Context: an optimization exercise on an open-source flow, tuned for a short achievable clock period and few clock cycles per item. The choices shown serve that exercise and are no tape-out recipe.
The RTL was checked by simulation tests, not by an equivalence proof against the original design.
No activity file was given, so power comes from the tool's default toggle rates.

## flow/design.v

```verilog
`timescale 1ns/1ps
package issue_pkg;
    localparam int XLEN     = 32;
    localparam int NUM_REGS = 32;
    typedef logic [XLEN-1:0] data_t;
    typedef logic [31:0]     instr_t;
    typedef logic [31:0]     pc_t;
    typedef logic [4:0]      reg_addr_t;
    typedef logic [4:0]      opcode_t;
    localparam opcode_t OP_ARITH_T     = 5'b01100;
    localparam opcode_t OP_ARITH_IMM_T = 5'b00100;
    localparam opcode_t OP_LUI_T       = 5'b01101;
    localparam opcode_t OP_AUIPC_T     = 5'b00101;
    localparam logic [2:0] FN3_ADD_SUB = 3'b000;
    localparam logic [2:0] FN3_SLL     = 3'b001;
    localparam logic [2:0] FN3_SLT     = 3'b010;
    localparam logic [2:0] FN3_SLTU    = 3'b011;
    localparam logic [2:0] FN3_XOR     = 3'b100;
    localparam logic [2:0] FN3_SRL_SRA = 3'b101;
    localparam logic [2:0] FN3_OR      = 3'b110;
    localparam logic [2:0] FN3_AND     = 3'b111;
    localparam int SEL_ADD  = 0;    
    localparam int SEL_SLT  = 1;
    localparam int SEL_SLTU = 2;
    localparam int SEL_XOR  = 3;
    localparam int SEL_OR   = 4;
    localparam int SEL_AND  = 5;
    localparam int SEL_SLL  = 6;
    localparam int SEL_SRL  = 7;
    localparam int SEL_SRA  = 8;
    localparam int SEL_W    = 9;
endpackage
`timescale 1ns/1ps
module instr_decode (
    input  issue_pkg::instr_t           instr,
    output logic                        legal,
    output logic                        uses_rs1,
    output logic                        uses_rs2,
    output logic                        is_auipc,
    output logic                        writes_rd,
    output logic [issue_pkg::SEL_W-1:0] sel,
    output logic                        neg,        
    output logic [31:1]                 rs1_oh,     
    output logic [31:1]                 rs2_oh,     
    output issue_pkg::data_t            imm         
);
    issue_pkg::opcode_t opcode;
    logic [2:0]         fn3;
    logic [6:0]         fn7;
    logic               is_arith;
    logic               is_imm;
    logic               is_lui;
    logic               fn7_ok;
    assign opcode = instr[6:2];
    assign fn3    = instr[14:12];
    assign fn7    = instr[31:25];
    assign is_arith = (opcode == issue_pkg::OP_ARITH_T);
    assign is_imm   = (opcode == issue_pkg::OP_ARITH_IMM_T);
    assign is_lui   = (opcode == issue_pkg::OP_LUI_T);
    assign is_auipc = (opcode == issue_pkg::OP_AUIPC_T);
    always_comb begin
        if (is_arith)
            fn7_ok = (fn7 == 7'b0) || (fn7 == 7'b0100000 &&
                     (fn3 == issue_pkg::FN3_ADD_SUB || fn3 == issue_pkg::FN3_SRL_SRA));
        else if (is_imm && (fn3 == issue_pkg::FN3_SLL || fn3 == issue_pkg::FN3_SRL_SRA))
            fn7_ok = (fn7 == 7'b0) || (fn7 == 7'b0100000 && fn3 == issue_pkg::FN3_SRL_SRA);
        else
            fn7_ok = 1'b1;
    end
    assign legal     = (instr[1:0] == 2'b11) && (is_arith || is_imm || is_lui || is_auipc) && fn7_ok;
    assign uses_rs1  = legal && (is_arith || is_imm);
    assign uses_rs2  = legal && is_arith;
    assign writes_rd = legal && (instr[11:7] != 5'd0);
    always_comb begin
        sel = '0;
        if (is_lui || is_auipc) begin
            sel[issue_pkg::SEL_ADD] = 1'b1;
        end else begin
            case (fn3)
                issue_pkg::FN3_ADD_SUB: sel[issue_pkg::SEL_ADD]  = 1'b1;
                issue_pkg::FN3_SLL:     sel[issue_pkg::SEL_SLL]  = 1'b1;
                issue_pkg::FN3_SLT:     sel[issue_pkg::SEL_SLT]  = 1'b1;
                issue_pkg::FN3_SLTU:    sel[issue_pkg::SEL_SLTU] = 1'b1;
                issue_pkg::FN3_XOR:     sel[issue_pkg::SEL_XOR]  = 1'b1;
                issue_pkg::FN3_SRL_SRA: begin
                    if (instr[30])
                        sel[issue_pkg::SEL_SRA] = 1'b1;
                    else
                        sel[issue_pkg::SEL_SRL] = 1'b1;
                end
                issue_pkg::FN3_OR:      sel[issue_pkg::SEL_OR]   = 1'b1;
                default:                sel[issue_pkg::SEL_AND]  = 1'b1;
            endcase
        end
    end
    assign neg = !(is_lui || is_auipc) &&
                 ((is_arith && instr[30] && fn3 == issue_pkg::FN3_ADD_SUB) ||
                  fn3 == issue_pkg::FN3_SLT || fn3 == issue_pkg::FN3_SLTU);
    always_comb begin
        for (int r = 1; r < 32; r++) begin
            rs1_oh[r] = (instr[19:15] == r);
            rs2_oh[r] = (instr[24:20] == r);
        end
    end
    always_comb begin
        if (is_arith)
            imm = '0;
        else if (is_lui || is_auipc)
            imm = {instr[31:12], 12'b0};
        else
            imm = {{20{instr[31]}}, instr[31:20]};
    end
endmodule
`timescale 1ns/1ps
module ks_adder (
    input  logic [31:0] a,
    input  logic [31:0] b,
    input  logic        cin,
    output logic [31:0] sum,
    output logic        cout
);
    logic [31:0] p;
    logic [32:0] g_l [0:5];
    logic [32:0] p_l [0:5];
    assign p = a ^ b;
    assign g_l[0] = {a & b, cin};
    assign p_l[0] = {p, 1'b0};
    genvar l, i;
    generate
        for (l = 0; l < 5; l++) begin : g_lvl
            for (i = 0; i < 33; i++) begin : g_bit
                if (i >= (1 << l)) begin : g_comb
                    assign g_l[l+1][i] = g_l[l][i] | (p_l[l][i] & g_l[l][i - (1 << l)]);
                    assign p_l[l+1][i] = p_l[l][i] & p_l[l][i - (1 << l)];
                end else begin : g_pass
                    assign g_l[l+1][i] = g_l[l][i];
                    assign p_l[l+1][i] = p_l[l][i];
                end
            end
        end
    endgenerate
    assign sum  = p ^ g_l[5][31:0];
    assign cout = g_l[5][32] | (p_l[5][32] & cin);
endmodule
module alu_execute (
    input  issue_pkg::data_t a,
    input  issue_pkg::data_t b,          
    input  logic             cin,
    input  issue_pkg::data_t a_sh,       
    input  logic [9:0]       shamt_l,    
    input  logic [9:0]       shamt_r,    
    input  logic [9:0]       shamt_a,    
    output issue_pkg::data_t sum,
    output logic             lt_s,
    output logic             lt_u,
    output issue_pkg::data_t sll_r,
    output issue_pkg::data_t srl_r,
    output issue_pkg::data_t sra_r
);
    logic       c_out;
    ks_adder u_add (.a(a), .b(b), .cin(cin), .sum(sum), .cout(c_out));
    assign lt_u = ~c_out;
    assign lt_s = (a[31] ^ b[31]) ? lt_u : a[31];
    logic [31:0] l1, l2, r1, r2, s1, s2;
    logic        fill;
    assign fill = a_sh[31];
    always_comb begin
        for (int i = 0; i < 32; i++) begin
            l1[i] = 1'b0;
            r1[i] = 1'b0;
            s1[i] = 1'b0;
            for (int k = 0; k < 4; k++) begin
                l1[i] = l1[i] | (shamt_l[k] & ((i - k >= 0) ? a_sh[(i - k) & 31] : 1'b0));
                r1[i] = r1[i] | (shamt_r[k] & ((i + k < 32) ? a_sh[(i + k) & 31] : 1'b0));
                s1[i] = s1[i] | (shamt_a[k] & ((i + k < 32) ? a_sh[(i + k) & 31] : fill));
            end
        end
        for (int i = 0; i < 32; i++) begin
            l2[i] = 1'b0;
            r2[i] = 1'b0;
            s2[i] = 1'b0;
            for (int k = 0; k < 4; k++) begin
                l2[i] = l2[i] | (shamt_l[4 + k] & ((i - 4 * k >= 0) ? l1[(i - 4 * k) & 31] : 1'b0));
                r2[i] = r2[i] | (shamt_r[4 + k] & ((i + 4 * k < 32) ? r1[(i + 4 * k) & 31] : 1'b0));
                s2[i] = s2[i] | (shamt_a[4 + k] & ((i + 4 * k < 32) ? s1[(i + 4 * k) & 31] : s1[31]));
            end
        end
        for (int i = 0; i < 32; i++) begin
            sll_r[i] = (shamt_l[8] & l2[i]) | (shamt_l[9] & ((i >= 16) ? l2[(i - 16) & 31] : 1'b0));
            srl_r[i] = (shamt_r[8] & r2[i]) | (shamt_r[9] & ((i < 16) ? r2[(i + 16) & 31] : 1'b0));
            sra_r[i] = (shamt_a[8] & s2[i]) | (shamt_a[9] & ((i < 16) ? s2[(i + 16) & 31] : s2[31]));
        end
    end
endmodule
`timescale 1ns/1ps
module result_writeback (
    input  logic                 clk,
    input  logic                 rst,
    input  logic                 wr_en,
    input  issue_pkg::reg_addr_t wr_addr,
    input  issue_pkg::data_t     wr_data,
    input  logic [31:1]          rs1_oh,
    input  logic [31:1]          rs2_oh,
    output issue_pkg::data_t     rs1_data,
    output issue_pkg::data_t     rs2_data
);
    issue_pkg::data_t regs [1:issue_pkg::NUM_REGS-1];
    logic [31:1]      sel1, sel2;
    always_ff @(posedge clk) begin
        for (int r = 1; r < issue_pkg::NUM_REGS; r++) begin
            if (rst)
                regs[r] <= '0;
            else if (wr_en && wr_addr == r)
                regs[r] <= wr_data;
        end
    end
    assign sel1 = rs1_oh;
    assign sel2 = rs2_oh;
    always_comb begin
        rs1_data = '0;
        rs2_data = '0;
        for (int r = 1; r < issue_pkg::NUM_REGS; r++) begin
            rs1_data = rs1_data | ({32{sel1[r]}} & regs[r]);
            rs2_data = rs2_data | ({32{sel2[r]}} & regs[r]);
        end
    end
endmodule
`timescale 1ns/1ps
module issue_top (
    input  logic        clk,
    input  logic        rst,
    input  logic        instr_valid,
    input  logic [31:0] instr,
    input  logic [31:0] instr_pc,
    output logic        instr_credit,
    output logic        result_valid,
    output logic [31:0] result_pc,
    output logic [4:0]  result_rd,
    output logic [31:0] result_data,
    output logic        result_illegal,
    input  logic        result_credit
);
    localparam int SW = issue_pkg::SEL_W;
    logic          h_valid;
    logic          s_valid;
    logic [31:0]   s_instr;
    logic [31:0]   s_pc;
    logic          issue;           
    logic             n_legal, n_uses_rs1, n_uses_rs2, n_is_auipc, n_writes_rd;
    logic [SW-1:0]    n_sel;
    logic             n_neg;
    logic [31:1]      n_rs1_oh, n_rs2_oh;
    issue_pkg::data_t n_imm;
    logic             m_legal, m_uses_rs1, m_uses_rs2, m_is_auipc, m_writes_rd;
    logic [SW-1:0]    m_sel;
    logic             m_neg;
    logic [31:1]      m_rs1_oh, m_rs2_oh;
    issue_pkg::data_t m_imm;
    instr_decode u_decode (
        .instr(instr), .legal(n_legal), .uses_rs1(n_uses_rs1), .uses_rs2(n_uses_rs2),
        .is_auipc(n_is_auipc), .writes_rd(n_writes_rd), .sel(n_sel), .neg(n_neg),
        .rs1_oh(n_rs1_oh), .rs2_oh(n_rs2_oh), .imm(n_imm)
    );
    instr_decode u_decode_s (
        .instr(s_instr), .legal(m_legal), .uses_rs1(m_uses_rs1), .uses_rs2(m_uses_rs2),
        .is_auipc(m_is_auipc), .writes_rd(m_writes_rd), .sel(m_sel), .neg(m_neg),
        .rs1_oh(m_rs1_oh), .rs2_oh(m_rs2_oh), .imm(m_imm)
    );
    localparam int F_PC   = 0;             
    localparam int F_RD   = F_PC + 32;     
    localparam int F_RS1  = F_RD + 5;      
    localparam int F_RS2  = F_RS1 + 5;     
    localparam int F_OH1  = F_RS2 + 5;     
    localparam int F_OH2  = F_OH1 + 31;    
    localparam int F_IMM  = F_OH2 + 31;    
    localparam int F_SEL  = F_IMM + 32;    
    localparam int F_LEG  = F_SEL + SW;
    localparam int F_U1   = F_LEG + 1;
    localparam int F_U2   = F_U1 + 1;
    localparam int F_AUI  = F_U2 + 1;
    localparam int F_WR   = F_AUI + 1;
    localparam int F_NEG  = F_WR + 1;
    localparam int EW     = F_NEG + 1;
    logic [EW-1:0] n_entry;
    logic [EW-1:0] m_entry;
    logic [EW-1:0] h;
    assign n_entry = {n_neg, n_writes_rd, n_is_auipc, n_uses_rs2, n_uses_rs1, n_legal, n_sel,
                      n_imm, n_rs2_oh, n_rs1_oh, instr[24:20], instr[19:15], instr[11:7],
                      instr_pc};
    assign m_entry = {m_neg, m_writes_rd, m_is_auipc, m_uses_rs2, m_uses_rs1, m_legal, m_sel,
                      m_imm, m_rs2_oh, m_rs1_oh, s_instr[24:20], s_instr[19:15], s_instr[11:7],
                      s_pc};
    logic [2:0]    credits;
    logic          credits_left;    
    logic          h_valid_n;
    logic          issue_n;
    assign instr_credit = issue;
    assign h_valid_n    = instr_valid | s_valid | (h_valid & ~issue);
    assign credits_left = issue ? (credits > 3'd1) : (credits != 3'd0);
    assign issue_n      = h_valid_n & (result_credit | credits_left);
    always_ff @(posedge clk) begin
        if (rst) begin
            h_valid <= 1'b0;
            s_valid <= 1'b0;
            credits <= 3'd4;
            issue   <= 1'b0;
        end else begin
            h_valid <= h_valid_n;
            s_valid <= issue ? (s_valid & instr_valid) : (s_valid | (h_valid & instr_valid));
            credits <= credits - {2'b0, issue} + {2'b0, result_credit};
            issue   <= issue_n;
        end
    end
    always_ff @(posedge clk) begin
        if (issue && s_valid)
            h <= m_entry;
        else if (issue || !h_valid)
            h <= n_entry;
        if (issue || !s_valid) begin
            s_instr <= instr;
            s_pc    <= instr_pc;
        end
    end
    issue_pkg::reg_addr_t h_rs1, h_rs2;
    issue_pkg::data_t     rf_rs1, rf_rs2;
    assign h_rs1 = h[F_RS1 +: 5];
    assign h_rs2 = h[F_RS2 +: 5];
    logic                 e_valid;
    logic [SW-1:0]        e_sel;
    logic                 e_neg;
    issue_pkg::data_t     e_as;         
    logic [5:0]           e_shl;        
    logic [5:0]           e_shr;        
    logic [5:0]           e_sha;
    issue_pkg::data_t     e_a;
    issue_pkg::data_t     e_b;
    issue_pkg::pc_t       e_pc;
    issue_pkg::reg_addr_t e_rd;
    logic                 e_wr;
    logic                 e_illegal;
    logic                 w_valid;
    issue_pkg::data_t     w_data;
    issue_pkg::pc_t       w_pc;
    issue_pkg::reg_addr_t w_rd;
    logic                 w_wr;
    logic                 w_illegal;
    result_writeback u_rf (
        .clk, .rst,
        .wr_en(w_valid & w_wr), .wr_addr(w_rd), .wr_data(w_data),
        .rs1_oh(h[F_OH1 +: 31]), .rs2_oh(h[F_OH2 +: 31]), .rs1_data(rf_rs1), .rs2_data(rf_rs2)
    );
    logic             fwd_e1, fwd_e2, fwd_w1, fwd_w2;
    issue_pkg::data_t a_issue, b_issue;
    assign fwd_e1 = h[F_U1] & e_valid & e_wr & (e_rd == h_rs1);
    assign fwd_e2 = h[F_U2] & e_valid & e_wr & (e_rd == h_rs2);
    assign fwd_w1 = h[F_U1] & w_valid & w_wr & (w_rd == h_rs1);
    assign fwd_w2 = h[F_U2] & w_valid & w_wr & (w_rd == h_rs2);
    assign a_issue = ({32{fwd_w1}} & w_data) | ({32{~fwd_w1 & h[F_U1]}} & rf_rs1)
                   | (h[F_AUI] ? h[F_PC +: 32] : 32'b0);
    assign b_issue = ({32{fwd_w2}} & w_data) | ({32{~fwd_w2 & h[F_U2]}} & rf_rs2)
                   | h[F_IMM +: 32];
    issue_pkg::data_t t_sum, t_sll, t_srl, t_sra;
    logic             t_lts, t_ltu;
    function automatic logic [9:0] sh_decode(input logic [4:0] v, input logic en);
        sh_decode = '0;
        for (int k = 0; k < 4; k++) begin
            sh_decode[k]     = en & (v[1:0] == k);
            sh_decode[4 + k] = en & (v[3:2] == k);
        end
        sh_decode[8] = en & ~v[4];
        sh_decode[9] = en & v[4];
    endfunction
    alu_execute u_alu (
        .a(e_a), .b(e_b), .cin(e_neg), .a_sh(e_as), .shamt_l(sh_decode(e_shl[4:0], e_shl[5])), .shamt_r(sh_decode(e_shr[4:0], e_shr[5])), .shamt_a(sh_decode(e_sha[4:0], e_sha[5])),
        .sum(t_sum), .lt_s(t_lts), .lt_u(t_ltu), .sll_r(t_sll), .srl_r(t_srl), .sra_r(t_sra)
    );
    function automatic issue_pkg::data_t pick(input logic [SW-1:0] sl,
                                              input issue_pkg::data_t x);
        pick = ({32{sl[issue_pkg::SEL_ADD]}} & t_sum)
             | ({32{sl[issue_pkg::SEL_SLL]}} & t_sll)
             | ({32{sl[issue_pkg::SEL_SRL]}} & t_srl)
             | ({32{sl[issue_pkg::SEL_SRA]}} & t_sra)
             | {31'b0, (sl[issue_pkg::SEL_SLT] & t_lts) | (sl[issue_pkg::SEL_SLTU] & t_ltu)}
             | ({32{sl[issue_pkg::SEL_XOR]}} & (e_a ^ e_b))
             | ({32{sl[issue_pkg::SEL_OR]}}  & (e_a | e_b))
             | ({32{sl[issue_pkg::SEL_AND]}} & (e_a & e_b))
             | x;
    endfunction
    function automatic issue_pkg::data_t npick(input logic [SW-1:0] sl,
                                               input issue_pkg::data_t x);
        npick = ({32{sl[issue_pkg::SEL_ADD]}} & ~t_sum)
              | ({32{sl[issue_pkg::SEL_SLL]}} & ~t_sll)
              | ({32{sl[issue_pkg::SEL_SRL]}} & ~t_srl)
              | ({32{sl[issue_pkg::SEL_SRA]}} & ~t_sra)
              | {{31{sl[issue_pkg::SEL_SLT] | sl[issue_pkg::SEL_SLTU]}},
                 (sl[issue_pkg::SEL_SLT] & ~t_lts) | (sl[issue_pkg::SEL_SLTU] & ~t_ltu)}
              | ({32{sl[issue_pkg::SEL_XOR]}} & ~(e_a ^ e_b))
              | ({32{sl[issue_pkg::SEL_OR]}}  & ~(e_a | e_b))
              | ({32{sl[issue_pkg::SEL_AND]}} & ~(e_a & e_b))
              | x;
    endfunction
    logic [SW-1:0] sel_a, sel_b, sel_bn, sel_as, sel_shl, sel_shr, sel_sha;
    logic          h_sll, h_srl, h_sra;
    assign sel_a   = e_sel & {SW{fwd_e1}};
    assign sel_b   = e_sel & {SW{fwd_e2 & ~h[F_NEG]}};
    assign sel_bn  = e_sel & {SW{fwd_e2 & h[F_NEG]}};
    assign h_sll   = h[F_SEL + issue_pkg::SEL_SLL];
    assign h_srl   = h[F_SEL + issue_pkg::SEL_SRL];
    assign h_sra   = h[F_SEL + issue_pkg::SEL_SRA];
    assign sel_as  = e_sel & {SW{fwd_e1 & (h_sll | h_srl | h_sra)}};
    assign sel_shl = e_sel & {SW{fwd_e2 & h_sll}};
    assign sel_shr = e_sel & {SW{fwd_e2 & h_srl}};
    assign sel_sha = e_sel & {SW{fwd_e2 & h_sra}};
    always_ff @(posedge clk) begin
        if (rst)
            e_valid <= 1'b0;
        else
            e_valid <= issue;
    end
    always_ff @(posedge clk) begin
        e_sel     <= h[F_SEL +: SW];
        e_neg     <= h[F_NEG];
        e_a       <= pick(sel_a, fwd_e1 ? 32'b0 : a_issue);
        e_b       <= pick(sel_b, (fwd_e2 | h[F_NEG]) ? 32'b0 : b_issue)
                   | npick(sel_bn, (fwd_e2 | ~h[F_NEG]) ? 32'b0 : ~b_issue);
        e_as      <= pick(sel_as, (fwd_e1 | ~(h_sll | h_srl | h_sra)) ? 32'b0 : a_issue);
        e_shl[5]   <= h_sll;
        e_shl[4:0] <= pick(sel_shl, (fwd_e2 | ~h_sll) ? 32'b0 : b_issue) & 5'h1f;
        e_shr[5]   <= h_srl;
        e_shr[4:0] <= pick(sel_shr, (fwd_e2 | ~h_srl) ? 32'b0 : b_issue) & 5'h1f;
        e_sha[5]   <= h_sra;
        e_sha[4:0] <= pick(sel_sha, (fwd_e2 | ~h_sra) ? 32'b0 : b_issue) & 5'h1f;
        e_pc      <= h[F_PC +: 32];
        e_rd      <= h[F_RD +: 5];
        e_wr      <= h[F_WR];
        e_illegal <= ~h[F_LEG];
    end
    always_ff @(posedge clk) begin
        if (rst)
            w_valid <= 1'b0;
        else
            w_valid <= e_valid;
    end
    always_ff @(posedge clk) begin
        w_data    <= pick(e_sel, 32'b0);
        w_pc      <= e_pc;
        w_rd      <= e_rd;
        w_wr      <= e_wr;
        w_illegal <= e_illegal;
    end
    assign result_valid   = w_valid;
    assign result_pc      = w_pc;
    assign result_rd      = w_rd;
    assign result_data    = w_data;
    assign result_illegal = w_illegal;
endmodule
```

## flow/run.sh

```bash
#!/bin/bash
# synth_recipe.tcl (not shown) runs the flow's synth.tcl, then flattens the netlist and writes it again
# the make line also repeats each setting of config.mk as NAME=value (left out here)
make -C /OpenROAD-flow-scripts/flow DESIGN_CONFIG=/design/flow/config.mk WORK_HOME=/design/flow/orfs CLKGATE_MAP_FILE= SYNTH_SCRIPT=/design/flow/synth_recipe.tcl finish
```

## flow/config.mk

```make
export PLATFORM = sky130hd
export DESIGN_NAME = issue_top
export DESIGN_NICKNAME = issue_top
export VERILOG_FILES = /design/flow/design.v
export SDC_FILE = /design/flow/constraint.sdc
export NUM_CORES = 4
export LEC_CHECK = 0
export ABC_CLOCK_PERIOD_IN_PS = 2000
export CAP_MARGIN = 20
export CORE_MARGIN = 2
export CORE_UTILIZATION = 35
export PLACE_DENSITY = 0.45
export SETUP_SLACK_MARGIN = 3.4
export SLEW_MARGIN = 20
export TNS_END_PERCENT = 100
```

## flow/constraint.sdc

```tcl
create_clock -name core_clock -period 6.0 [get_ports {clk}]
set_input_delay 1.2000 -clock core_clock [delete_from_list [all_inputs] [get_ports {clk}]]
set_output_delay 1.2000 -clock core_clock [all_outputs]
set_load 0.01 [all_outputs]
```

==> results of run 1 <==
-- critical path, cell delays in order, from the launching register on --
cell and delay, ns:
edfxtp_1 0.33, buf_4 0.45, clkbuf_8 0.52, a221oi_2 0.15
nand4_1 0.15, nor3_2 0.07, o211ai_1 0.90, o21a_1 0.28
nor2b_1 0.14
-- synth_stat cells (29+ instances only) --
library cell	n	area, um2
nand2_1	2369	8890
dfxtp_1	1231	24600
a21oi_1	1150	5760
clkbuf_1	745	2800
a22oi_1	417	3130
nor2_1	302	1130
a221oi_1	292	2560
a22o_1	272	2380
edfxtp_1	220	6610
nand3_1	162	811
o21ai_0	149	746
nand4_1	143	895
nor3_1	125	626
inv_1	124	465
mux2i_1	90	901
mux4_2	76	1710
ha_1	67	838
a222oi_1	64	641
xnor2_1	62	543
o22ai_1	61	382
a211oi_1	60	450
buf_1	60	225
nor2b_1	48	300
o211ai_1	48	360
and2_1	39	244
o21a_1	39	293
nand2b_1	35	219
mux2_2	34	383
and3_1	32	200
buf_2	30	150
a31oi_1	29	181
-- cells by family after synthesis --
family | share of synthesized area
compound gates | 0.263
buf+inv | 0.0537
xor+xnor | 0.00987
simple gates | 0.192
fa+ha+maj | 0.0120
mux | 0.0426
flops | 0.426
-- per-layer routing --
metal	vias to the layer above	track usage	part of all wire
met5	-	0.0133	0.0016
met4	58	0.414	0.11
met3	3006	0.257	0.16
met2	8398	0.671	0.39
met1	42200	0.550	0.34
li1	33400	-	-
-- where the power goes --
group | total [mW] | internal (mW) | leakage, nW | switching [mW]
Sequential | 11.2 | 10.4 | 12.4 | 0.784
Combinational | 10.3 | 3.36 | 18.0 | 6.90
Clock | 11.2 | 6.50 | 2.82 | 4.72
Total | 32.7 | 20.3 | 33.2 | 12.4
-- cell usage in the layout (no fill, tap or decap), types with 181 or more instances in the layout --
cell,Yosys,layout
clkbuf_16,0,181
buf_4,4,537
buf_6,9,181
a22oi_1,417,402
a221oi_1,292,233
a22o_1,272,272
a21oi_1,1150,1097
dfxtp_1,1231,1142
nor2_1,302,238
nand2_1,2369,2318
edfxtp_1,220,220
-- through the flow --
step | utilization | instance area [um2] | hold slack [ns] | setup WS, ns
3_3_place_gp | 0.376 | 78100 | 0.311 | 1.65
4_1_cts | 0.447 | 92800 | 0.318 | 3.06
5_1_grt | 0.461 | 95800 | 0.327 | 2.94
6_report | 0.462 | 95900 | 0.311 | 2.85
2_1_floorplan | - | 73400 | 0.310 | 3.36
3_5_place_dp | 0.376 | 78200 | 0.312 | 1.68
-- repair_timing --
action | CTS | global route
endpoints found under the hold margin | 0 | 0
setup endpoints to repair | 1245 | 566
gates cloned | 31 | 7
gates resized for setup | 1386 | 398
pin swaps | 261 | 218
buffers inserted | 407 | 116
-- worst max-delay path by stage --
stage | from | endpoint | slack (ns) | cells past startpoint
after floorplan | e_a[0] | e_as[16] | 3.36 | 10
after global placement | w_rd[1] | e_shl[3] | 1.65 | 8
after detailed placement | w_rd[2] | e_shl[3] | 1.68 | 8
after CTS | e_shl[0] | e_b[7] | 3.06 | 10
after global routing | h[95] | e_shl[3] | 2.94 | 11
final | h[53] | e_as[1] | 2.85 | 8
-- flip-flops by register name, indices dropped and copies added (netlist names), 9 cells and up --
name       count
w_data        32
e_as          32
e_a           32
s_pc          32
u_rf.regs    992
e_b           32
w_pc          32
h            156
e_pc          32
e_sel          9
s_instr       32
-- final cells by class --
type / instances / area (um2)
inverters: 132 / 522
well taps: 2788 / 3490
clock buffers: 233 / 4800
diodes: 38 / 95.1
flip-flops and latches: 1451 / 31500
repair buffers: 1036 / 11500
fillers: 20200 / 112000
clock inverters: 72 / 986
multi-input cells: 6568 / 43000
==> results.toml, run 1 <==
[timing]
setup_viol = 0
finalSetupTns_ns = 0
final_hold_viol_count = 0
drv_slew = 0
worst_slew_pin_slew_ns = 1.21
skew_ns = 0.0512
finalCriticalPeriod_ns = 3.15
relSlewSlack = 0.191
rsz0062_at_grt = "true"
fin_crit_sh = 0.525
max_clock_freq_mhz = 317

[hold_path]
hold_path_end = "w_pc[22]"
hp-start = "e_pc[22]"
min_path_type = "reg -> reg"
whs_path_depth = 0

[floorplanning]
die_area_um2 = 213000
core_area_um2 = 208000
io-pin-count = 140
start_util = 0.353
num_rows = 167
die_y_um = 462
die_x_um = 462

[run_status]
status = "complete, no violations"

[global_routing]
grt_pass1_vias = 77100
grt_max_degree = 162
grt-ovfl-total = 0
grt_pass1_wl_mm = 704
antenna_found_initial = 69
grt.total_usage = 0.488

[cts]
clock_insertion_delay_worst_skew_ns = 0.91
cts_tree = "done"
cts.sinks = 1451
cts_inserted_buffers = 168
cts_htree_levels = 4
root_buffer = "clkbuf_16"
cts_hold_buf = 0
cts.path.max_buffers = 3
clk_pin_slew_worst_paths_ns = 0.06

[critical_path]
critPathCaptureType = "register"
critPathKind = "reg -> reg"
r2r_end = "e_as[1]"
r2r-start = "h[53]"
cp-start-kind = "register"
critPathMaxFanout = 18
r2r_slack_ns = 2.85
worstPathRequired_ns = 6.80
crit_arrival_ns = 3.96
rr_worst_depth = 8

[power]
power.leakage_nw = 33.2
power.total_mw = 32.7
ir_drop_v = 0.000391
power.density_nw_per_um2 = 341

[drt]
drt_iter0_markers = 17600
vias = 87100
vias_per_cell = 7.07
routedWlPerCell_um = 44.3
routed_wl_mm = 546
drc = 0
ant_nets = 0
drtPass1Iterations = 13

[placement]
portBuffers = 139
gp_congestion = 1.03
dpl.hpwl_mm = 313
place_inst = 11400

[synth]
syn_nets = 9158
ys_warn_count = 8
ys.flop_type = "dfxtp_1"
synth_area_um2 = 73300
async_reset_ff_frac = 0
synth_cells = 9021
seq_area_frac_synth = 0.426
ys_types = 109
ys_ff_latch = 1451
synth_area_per_cell_um2 = 8.12
synth_edf_count = 220

[final_layout]
nNetsFinal = 9494
fin_cells = 12300
area_growth_pct = 30.8
layout-drive-gt1-share = 0.228

[flow_run]
drv_cap = 0
Testbench counts, summed over its fixed seeds: cycles 16,024, items 16,000.
==> run 2: changes to the inputs <==
--- a/flow/design.v
+++ b/flow/design.v
@@ -98,12 +98,12 @@
                   fn3 == issue_pkg::FN3_SLT || fn3 == issue_pkg::FN3_SLTU);
     always_comb begin
         for (int r = 1; r < 32; r++) begin
-            rs1_oh[r] = (instr[19:15] == r);
-            rs2_oh[r] = (instr[24:20] == r);
+            rs1_oh[r] = uses_rs1 && (instr[19:15] == r);
+            rs2_oh[r] = uses_rs2 && (instr[24:20] == r);
         end
     end
     always_comb begin
-        if (is_arith)
+        if (uses_rs2)
             imm = '0;
         else if (is_lui || is_auipc)
             imm = {instr[31:12], 12'b0};
@@ -205,17 +205,24 @@
     output issue_pkg::data_t     rs2_data
 );
     issue_pkg::data_t regs [1:issue_pkg::NUM_REGS-1];
+    logic [31:1]      written;      
     logic [31:1]      sel1, sel2;
     always_ff @(posedge clk) begin
         for (int r = 1; r < issue_pkg::NUM_REGS; r++) begin
+            if (wr_en && wr_addr == r)
+                regs[r] <= wr_data;
+        end
+    end
+    always_ff @(posedge clk) begin
+        for (int r = 1; r < issue_pkg::NUM_REGS; r++) begin
             if (rst)
-                regs[r] <= '0;
+                written[r] <= 1'b0;
             else if (wr_en && wr_addr == r)
-                regs[r] <= wr_data;
+                written[r] <= 1'b1;
         end
     end
-    assign sel1 = rs1_oh;
-    assign sel2 = rs2_oh;
+    assign sel1 = rs1_oh & written;
+    assign sel2 = rs2_oh & written;
     always_comb begin
         rs1_data = '0;
         rs2_data = '0;
@@ -339,7 +346,8 @@
     logic                 e_wr;
     logic                 e_illegal;
     logic                 w_valid;
-    issue_pkg::data_t     w_data;
+    issue_pkg::data_t     w_data;       
+    issue_pkg::data_t     r_data;       
     issue_pkg::pc_t       w_pc;
     issue_pkg::reg_addr_t w_rd;
     logic                 w_wr;
@@ -355,10 +363,8 @@
     assign fwd_e2 = h[F_U2] & e_valid & e_wr & (e_rd == h_rs2);
     assign fwd_w1 = h[F_U1] & w_valid & w_wr & (w_rd == h_rs1);
     assign fwd_w2 = h[F_U2] & w_valid & w_wr & (w_rd == h_rs2);
-    assign a_issue = ({32{fwd_w1}} & w_data) | ({32{~fwd_w1 & h[F_U1]}} & rf_rs1)
-                   | (h[F_AUI] ? h[F_PC +: 32] : 32'b0);
-    assign b_issue = ({32{fwd_w2}} & w_data) | ({32{~fwd_w2 & h[F_U2]}} & rf_rs2)
-                   | h[F_IMM +: 32];
+    assign a_issue = (fwd_w1 ? w_data : rf_rs1) | (h[F_AUI] ? h[F_PC +: 32] : 32'b0);
+    assign b_issue = (fwd_w2 ? w_data : rf_rs2) | h[F_IMM +: 32];
     issue_pkg::data_t t_sum, t_sll, t_srl, t_sra;
     logic             t_lts, t_ltu;
     function automatic logic [9:0] sh_decode(input logic [4:0] v, input logic en);
@@ -399,7 +405,7 @@
               | ({32{sl[issue_pkg::SEL_AND]}} & ~(e_a & e_b))
               | x;
     endfunction
-    logic [SW-1:0] sel_a, sel_b, sel_bn, sel_as, sel_shl, sel_shr, sel_sha;
+    logic [SW-1:0] sel_a, sel_b, sel_bn, sel_as, sel_shl, sel_shr, sel_sha, sel_r;
     logic          h_sll, h_srl, h_sra;
     assign sel_a   = e_sel & {SW{fwd_e1}};
     assign sel_b   = e_sel & {SW{fwd_e2 & ~h[F_NEG]}};
@@ -411,6 +417,7 @@
     assign sel_shl = e_sel & {SW{fwd_e2 & h_sll}};
     assign sel_shr = e_sel & {SW{fwd_e2 & h_srl}};
     assign sel_sha = e_sel & {SW{fwd_e2 & h_sra}};
+    assign sel_r   = e_sel & {SW{~e_illegal}};
     always_ff @(posedge clk) begin
         if (rst)
             e_valid <= 1'b0;
@@ -443,6 +450,7 @@
     end
     always_ff @(posedge clk) begin
         w_data    <= pick(e_sel, 32'b0);
+        r_data    <= pick(sel_r, 32'b0);
         w_pc      <= e_pc;
         w_rd      <= e_rd;
         w_wr      <= e_wr;
@@ -451,6 +459,6 @@
     assign result_valid   = w_valid;
     assign result_pc      = w_pc;
     assign result_rd      = w_rd;
-    assign result_data    = w_data;
+    assign result_data    = r_data;
     assign result_illegal = w_illegal;
 endmodule
==> run 2 against run 1 <==
  * Still clean
  * Global-route usage shrank 8.4 points
  * Hold slack better by 0.014 ns
  * Clock-buffer cell count is 10 lower
  * Via count decreased by 24%
  * First-iteration DRC count fell by 20%
  * Worst setup slack worse by 0.17 ns
  * Synthesized area down 3.7%
  * Sequential share of layout area is 12 points higher
  * Critical path type unchanged
==> results.toml, run 2 <==
[synth]
ys_warn_count = 8
syn_nets = 5975
ys.flop_type = "edfxtp_1"
yosys.area.top_type = "edfxtp_1"
async_reset_ff_frac = 0
synth_cells = 5838
ys_ff_latch = 1514
yosys-top-cells-area = "edfxtp_1 52%, dfxtp_1 8.6%, a22oi_1 4.4%, a221oi_1 3.5%, a22o_1 3.4%"
synth.top_cells.by_count = "1,212 x edfxtp_1, 453 x nand2_1, 417 x a22oi_1"
synth_top_area_frac = 0.516
synth_area_per_cell_um2 = 12.1
synth_edf_count = 1212
seq_area_frac_synth = 0.601
yosysMostFrequentCell = "edfxtp_1"
synth_area_um2 = 70600
ys_types = 101

[drt]
routed_wl_mm = 431
drtPass1Iterations = 14
vias = 66500
vias_per_cell = 7.08
routedWlPerCell_um = 45.9
drt_iter0_markers = 14100
drc = 0
ant_nets = 0

[final_layout]
area_growth_pct = 33.8
nNetsFinal = 6700
largest_reg_flops = 992
finish.instance_area_um2 = 94500
largest-register = "u_rf.regs"
reg.largest.list = "u_rf.regs x992, h x156"
utilization = 0.472
mostFrequentLayoutCells = "1,212 x edfxtp_1, 541 x buf_4, 412 x nand2_1, 380 x a22oi_1, 270 x a22o_1"
fillers = 17800
regArea_um2 = 42600
layout_commonest_cell = "edfxtp_1"
multi_input_comb_area_um2 = 31400
fin_cells = 9386
layout-drive-gt1-share = 0.342

[floorplanning]
core_area_um2 = 200000
start_util = 0.353
io-pin-count = 140
num_rows = 164
die_x_um = 453
die_area_um2 = 205000
die_y_um = 453

[timing]
worst_slew_pin_slew_ns = 1.30
drv_slew = 0
finalSetupTns_ns = 0
fin_crit_sh = 0.554
rsz0062_at_grt = "true"
finalCriticalPeriod_ns = 3.32
final_hold_viol_count = 0
setup_viol = 0
skew_ns = 0.0388
relSlewSlack = 0.125
max_clock_freq_mhz = 301

[critical_path]
critPathMaxFanout = 6
worstPathRequired_ns = 6.73
cp_num_buf_inv = 1
worst_path_dominant_cell_family = "simple AND/OR/NAND/NOR gates"
path_cells = "and2_4 -> buf_4 -> a221oi_1 -> nand4_1 -> nor3_2 -> a21oi_1 -> nor3_4 -> nor3_1 -> or4b_1"
cp_slowest_cell = "nor3_2"
crit_arrival_ns = 4.05
critPathCaptureType = "register"
critPathKind = "reg -> reg"
cp-start-kind = "register"
critPathMaxStageDelay_ns = 0.59

[placement]
portBuffers = 139
gp_congestion = 0.992
place_inst = 8430
post_dp_cell_area_um2 = 76300
dpl.hpwl_mm = 260

[cts]
root_buffer = "clkbuf_16"
clock_insertion_delay_worst_skew_ns = 0.88
cts_tree = "done"
cts.path.max_buffers = 3
clk_pin_slew_worst_paths_ns = 0.06
cts_inserted_buffers = 171
cts_htree_levels = 4
cts.sinks = 1514

[global_routing]
grt_use_met2 = 0.549
grt_max_degree = 110
antenna_found_initial = 37
busiest_layer = "met2"
gr-usage-met3 = 0.156
grt_pass1_vias = 61000
grt-ovfl-total = 0
groute.layer.met1.usage = 0.533
grt_pass1_wl_mm = 560
grt.total_usage = 0.404

[power]
clkPwrFrac = 0.370
intPower_mw = 20.4
power.total_mw = 29.0
power.leakage_nw = 33.0
p_sw_frac = 0.295
seqPwrFrac = 0.464
ir_drop_v = 0.000274
power.density_nw_per_um2 = 307
p_sw_mw = 8.56
pwr-share-comb = 0.166

[hold_path]
min_path_type = "reg -> reg"

[flow_run]
drv_cap = 0

[run_status]
status = "complete, no violations"
==> run 2: cell count changes after synthesis, sizes merged, moves of 24 or more <==
cell / change
nand2: -1916
edfxtp: +992
a21oi: -931
dfxtp: -929
clkbuf: -403
and2: +59
o22ai: +54
o211ai: -24
==> run 2: metrics by stage <==
stage / setup slack (ns) / hold WS [ns]
global route: 2.66 / 0.328
detailed placement: 1.50 / 0.312
global placement: 1.47 / 0.312
finish: 2.68 / 0.325
CTS: 2.78 / 0.326
floorplan: 2.72 / 0.310
==> run 2: kinds of logic (layout without fill, tap and decap cells) <==
| group | after synthesis | count (layout) | share of synthesized area |
|---|---|---|---|
| compound gates | 1840 | 1840 | 0.197 |
| xor+xnor | 81 | 81 | 0.0100 |
| fa+ha+maj | 69 | 69 | 0.0124 |
| buf+inv | 613 | 1479 | 0.0347 |
| flops | 1514 | 1514 | 0.601 |
| mux | 188 | 188 | 0.0381 |
| other cells | 0 | 24 | 0 |
| simple gates | 1533 | 1535 | 0.106 |
==> run 2: area by class of cell <==
class                      instances  share of cell area
inverter                         129             0.00544
multi-input combinational       3713               0.333
clock buffer                     223              0.0496
timing repair buffer            1033               0.116
antenna                           24            0.000636
sequential                      1514               0.451
tap                             2656              0.0352
timing repair inverter             1           0.0000795
clock inverter                    93             0.00977
==> run 2: power groups by stage <==
stage          Clock, mW  Combinational [mW]  Sequential (mW)
2_1_floorplan          0                1.73             13.4
3_3_place_gp           0                3.41             13.6
3_5_place_dp           0                3.45             13.6
4_1_cts             10.7                4.34             13.4
5_1_grt             11.1                4.97             13.5
6_report            10.7                4.82             13.4
==> run 2: what timing repair did <==
action                                  4_1_cts  5_1_grt
buffers inserted                            457      138
hold buffers                                  0        0
cloned                                       17        4
pin swaps                                   324      238
resized for setup                          1546      361
endpoints found under the setup margin      991      355
==> run 2: worst paths after layout <==
kind / from / endpoint / slack, ns / depth (start not counted)
max: h[83] / e_b[9] / 2.68 / 9
min: e_pc[30] / w_pc[30] / 0.33 / 0
max reg2reg: h[83] / e_b[9] / 2.68 / 9
min reg2reg: e_pc[30] / w_pc[30] / 0.33 / 0
==> run 2: routing by layer <==
metal	wire [um]	vias up
met5	138	-
met2	171000	6582
met4	33900	16
met3	65700	1623
met1	160000	33400
li1	-	24900
Testbench counts of run 2, summed over its fixed seeds: cycles 16,024, items 16,000.

[re-timing with driven ports]
How much do the figures lean on ideal ports? The routed layouts below were timed once more, with nothing changed but the port constraints. Step 1: set_driving_cell puts a clkbuf_16 on clk and a buf_2 on each other input, an assumption about the parent block. Step 2 moves the port delays by t, midway between the first and last clock arrival at a register: inputs arrive t later, outputs are due t later. That takes back most of the time a late clock gives input paths. Three values: ideal ports, drivers, drivers and shift; two values: the first two.
run	t, ns	setup slack, ns	worst hold slack (ns)	worst setup path at the end	slew at the worst register clock pin (ns)
run 1	0.976	2.848 / 2.848 / 2.495	0.311 / 0.311 / 0.311	input to register	0.07 / 0.07
run 2	0.955	2.679 / 2.679 / 2.297	0.325 / 0.325 / 0.325	input to register	0.07 / 0.07
After both steps every run listed still meets setup and hold. For run 2, which loses most, drivers alone change the setup slack by 0.000 ns; drivers and shift together by -0.382 ns.
